Source: an optimization exercise on an open RTL-to-GDS flow (aim: small area). Production flows keep margins and buffers that such runs may drop. The RTL was checked by simulation tests, not by an equivalence proof against the original design. No activity file was given, so power comes from the tool's default toggle rates.

Setup of try-xenon:
Design usb_bridge_top, start of the top module:
module usb_bridge_top #(
  parameter int CLKS_PER_BIT  = 520,                
  parameter int FIFO_DEPTH    = 16,
  parameter int MAX_PKT_BYTES = 8
) (
  input  logic                                PHY_CLKOUT,
  input  logic                                RESET_IN,
  input  logic                                usb_rx_valid_i,
  input  logic [7:0]                          usb_rx_data_i,
  input  logic [3:0]                          usb_rx_endpt_i,
  input  logic                                usb_rx_last_i,
  output logic                                usb_rx_ready_o,
  output logic                                usb_tx_valid_o,
  output logic [7:0]                          usb_tx_data_o,
  output logic [3:0]                          usb_tx_endpt_o,
  output logic                                usb_tx_last_o,
  input  logic                                usb_tx_pop_i,
  output logic [2:0]                          usb_uart_txd_o,
  input  logic [2:0]                          usb_uart_rxd_i,
  output logic [9:0]                          usb_parallel_o
);
  localparam int NUM_UART = 3;
  localparam int CNT_W    = $clog2(FIFO_DEPTH + 1);
  ...
Size: ~960 flip-flops, about 48 I/O pins, roughly 37000 sq um of cells after synthesis.
Settings: LEC_CHECK=0, ABC_AREA=1, CAP_MARGIN=20, CORE_MARGIN=2, CORE_UTILIZATION=40, CTS_BUF_LIST=sky130_fd_sc_hd__clkbuf_8, CTS_CLUSTER_SIZE=20, SLEW_MARGIN=20; clock period 10.0 ns.
run.sh (not shown) runs the stock make flow with config.mk's settings and CLKGATE_MAP_FILE= SYNTH_SCRIPT=/design/flow/synth_recipe.tcl, a recipe that flattens the netlist after the stock synthesis.
try-xenon was carried through to the last stage, and its layout satisfied the timing, DRC and antenna checks.
The inputs of try-umber differ from those of try-xenon as listed below.
Settings: a change of CTS_BUF_LIST from sky130_fd_sc_hd__clkbuf_8 to sky130_fd_sc_hd__clkbuf_2 sky130_fd_sc_hd__clkbuf_4 sky130_fd_sc_hd__clkbuf_8; an added CTS_CLUSTER_DIAMETER of 60; a change of CTS_CLUSTER_SIZE from 20 to 10.
==> flow/flow/run.sh (new file) <==
#!/bin/bash
# Standard ORFS layout, with two changes: an area-oriented ABC mapping script for the
# combinational logic (flip-flop mapping is untouched), and buf_1 as the port buffer.
set -euo pipefail
work=$PWD
cp -r "$FLOW_HOME/scripts" "$work/myscripts"
cp "$work/flow/abc_area.script" "$work/myscripts/abc_area.script"
export BUFFER_PORTS_ARGS="-buffer_cell sky130_fd_sc_hd__buf_1"
bash standard.sh SCRIPTS_DIR="$work/myscripts" ABC_AREA=1 finish > "$work/standard.log" 2>&1
==> flow/flow/abc_area.script (new file) <==
strash
&get -n
&fraig -x
&put
dc2
strash
&get -n
&dch -f
&nf -R 1000
&put
==> flow/standard.sh (new file) <==
#!/bin/bash
# synth_recipe.tcl (not shown) runs the flow's synth.tcl, then flattens the netlist and writes it again
# the make line also repeats each setting of config.mk as NAME=value (left out here)
make -C /OpenROAD-flow-scripts/flow DESIGN_CONFIG=/design/flow/config.mk WORK_HOME=/design/flow/orfs CLKGATE_MAP_FILE= SYNTH_SCRIPT=/design/flow/synth_recipe.tcl "${@:-finish}"
removed: flow/run.sh
--- outcome ---
When try-umber is set beside try-xenon, its combinational group share of total power turns out to be 0.4 points smaller.
Diff try-umber..try-xenon | required time of the critical path | negligible
Per the comparison of try-umber with try-xenon, count of multi-input gates down about 46%, latest clock arrival within the worst-skew pair went down, global-route usage has remained practically unchanged, delay of the slowest critical-path stage has decreased, critical path depth held steady.
Number of clock buffer instances in the layout for try-umber: 12 up relative to try-xenon
Input changes introduced in try-onyx (baseline for comparison: try-umber):
Settings: CTS_CLUSTER_SIZE removed (was 10); CTS_BUF_LIST removed (was sky130_fd_sc_hd__clkbuf_2 sky130_fd_sc_hd__clkbuf_4 sky130_fd_sc_hd__clkbuf_8); CTS_CLUSTER_DIAMETER removed (was 60).
==> flow/run.sh (new file) <==
#!/bin/bash
# synth_recipe.tcl (not shown) runs the flow's synth.tcl, then flattens the netlist and writes it again
# the make line also repeats each setting of config.mk as NAME=value (left out here)
make -C /OpenROAD-flow-scripts/flow DESIGN_CONFIG=/design/flow/config.mk WORK_HOME=/design/flow/orfs CLKGATE_MAP_FILE= SYNTH_SCRIPT=/design/flow/synth_recipe.tcl finish
removed: flow/flow/run.sh
removed: flow/flow/abc_area.script
removed: flow/standard.sh
--- outcome ---
- Of try-onyx and try-umber, the lower share of the yosys chip area belonging to registers belongs to try-onyx.
- Diff try-umber -> try-onyx | area of all placed cells without fillers | up by a little under 10%
- try-onyx vs. try-umber: critical path depth went down 2; count of clock-net buffers in the final layout has decreased; largest net degree at the start of global routing -4; placed instance count increased by 1189 relative to the old numbers.
- Count of plain and timing-repair buffers in the layout for try-onyx is lower than for try-umber.
Edits applied to the flow inputs when going from try-onyx to try-fjord:
Settings: ABC_AREA no longer set, was 1.
==> results.txt <==
- try-fjord completed; timing, DRC and antenna clean
- Remaining antenna violation count after routing of try-fjord is on par with try-onyx.
- try-fjord against try-onyx: non-clock buffer instance count of the final layout shows an increase of about 23%; highest clock frequency the design can meet shows a reduction of 4.6%; post-layout worst setup margin shows a reduction of 0.27 ns.
- Of try-fjord and try-onyx, try-fjord shows the lower core utilization, with try-onyx above it.
- In the reports for try-fjord and try-onyx, the larger slew of the pin with the lowest slew margin belongs to try-onyx.
- The minimum clock period after layout of try-fjord is higher than that of try-onyx.
- The area occupied by registers of try-fjord and that of try-onyx are within noise of each other.
- As of try-fjord, switching power had risen slightly compared to try-onyx.
- Summary of try-fjord over try-onyx: post-synthesis to final-layout area growth shows a reduction of 1.8 points; met1 wire length shows a reduction of about 2.4%.
Modified inputs, try-quartz compared to try-fjord
Settings: CTS_CLUSTER_SIZE newly set to 16; CTS_BUF_LIST newly set to sky130_fd_sc_hd__clkbuf_4 sky130_fd_sc_hd__clkbuf_8; ABC_AREA newly set to 1; CTS_CLUSTER_DIAMETER newly set to 100.
==> results.txt <==
try-fjord went all the way through synthesis, placement and routing and the layout is clean on timing, DRC and antenna. try-quartz reached the end of the flow, and the finished layout is clean on the timing, DRC and antenna checks. Number of non-filler instances in the completed layout, try-quartz vs try-fjord: up by more than 10%. try-fjord vs try-quartz, timing endpoint of the critical path: usb_tx_data_o[7] vs usb_rx_ready_o. try-fjord vs try-quartz, most common cell after layout, fill and taps aside: sky130_fd_sc_hd__edfxtp_1 vs sky130_fd_sc_hd__nand2_1. Per the comparison of try-quartz with try-fjord, final net count went up; xor/xnor share of the synthesized area went down; fraction of layout cells with a size suffix above 1 went down.
## Diff of input files: try-violet against try-quartz
Settings: swapping 16 for 12 in CTS_CLUSTER_SIZE; swapping 100 for 80 in CTS_CLUSTER_DIAMETER.
==> flow/flow/run.sh (new file) <==
#!/bin/bash
# Standard ORFS layout, with two changes: an area-oriented ABC mapping script for the
# combinational logic (flip-flop mapping is untouched), and buf_1 as the port buffer.
set -euo pipefail
work=$PWD
cp -r "$FLOW_HOME/scripts" "$work/myscripts"
cp "$work/flow/abc_area.script" "$work/myscripts/abc_area.script"
export BUFFER_PORTS_ARGS="-buffer_cell sky130_fd_sc_hd__buf_1"
bash standard.sh SCRIPTS_DIR="$work/myscripts" ABC_AREA=1 finish > "$work/standard.log" 2>&1
==> flow/flow/abc_area.script (new file) <==
strash
&get -n
&fraig -x
&put
dc2
strash
&get -n
&dch -f
&nf -R 1000
&put
==> flow/standard.sh (new file) <==
#!/bin/bash
# synth_recipe.tcl (not shown) runs the flow's synth.tcl, then flattens the netlist and writes it again
# the make line also repeats each setting of config.mk as NAME=value (left out here)
make -C /OpenROAD-flow-scripts/flow DESIGN_CONFIG=/design/flow/config.mk WORK_HOME=/design/flow/orfs CLKGATE_MAP_FILE= SYNTH_SCRIPT=/design/flow/synth_recipe.tcl "${@:-finish}"
removed: flow/run.sh
==> comparison <==
On synthesized instance count: between try-quartz and try-violet, it ends up higher for try-quartz. The higher register area share after synthesis came out of try-violet. Delta (try-violet minus try-quartz): critical path depth +2, total power after layout saw an increase. The post-layout worst setup margin reported for try-violet is smaller than that of try-quartz by 0.051 ns. NOTE final area try-quartz->try-violet decreased by a few percent. Summary — final worst-path cycle share, try-violet relative to try-quartz: higher, by 0.51 points.

-- afterwards: timing with drivers on the ports --
No port has a modelled driver above. Below, the same layouts with a new extraction and two added sets of constraints.
Step 1: set_driving_cell puts a clkbuf_16 on PHY_CLKOUT and a buf_2 on each other input, an assumption about the parent block.
Step 2 moves the port delays by t, midway between the first and last clock arrival at a register: inputs arrive t later, outputs are due t later. That takes back most of the time a late clock gives input paths.
Slacks: ideal / step 1 / step 2; pairs: ideal / step 1.
run	t, ns	setup slack, ns	clock arrival spread, ns	slew at the worst register clock pin (ns)
try-xenon	0.877	4.323 / 4.257 / 4.338	0.048 / 0.049	0.07 / 0.07
try-umber	0.789	4.379 / 4.319 / 5.003	0.080 / 0.080	0.08 / 0.08
try-onyx	0.728	4.374 / 4.345 / 4.345	0.027 / 0.027	0.06 / 0.06
try-fjord	0.714	4.103 / 4.043 / 4.157	0.036 / 0.037	0.06 / 0.06
try-quartz	0.768	4.367 / 4.339 / 4.339	0.050 / 0.051	0.12 / 0.12
try-violet	0.746	4.316 / 4.257 / 5.003	0.094 / 0.094	0.09 / 0.09
After both steps every run listed still meets setup and hold. For try-onyx, which loses most, drivers alone change the setup slack by -0.029 ns; drivers and shift together by -0.029 ns.
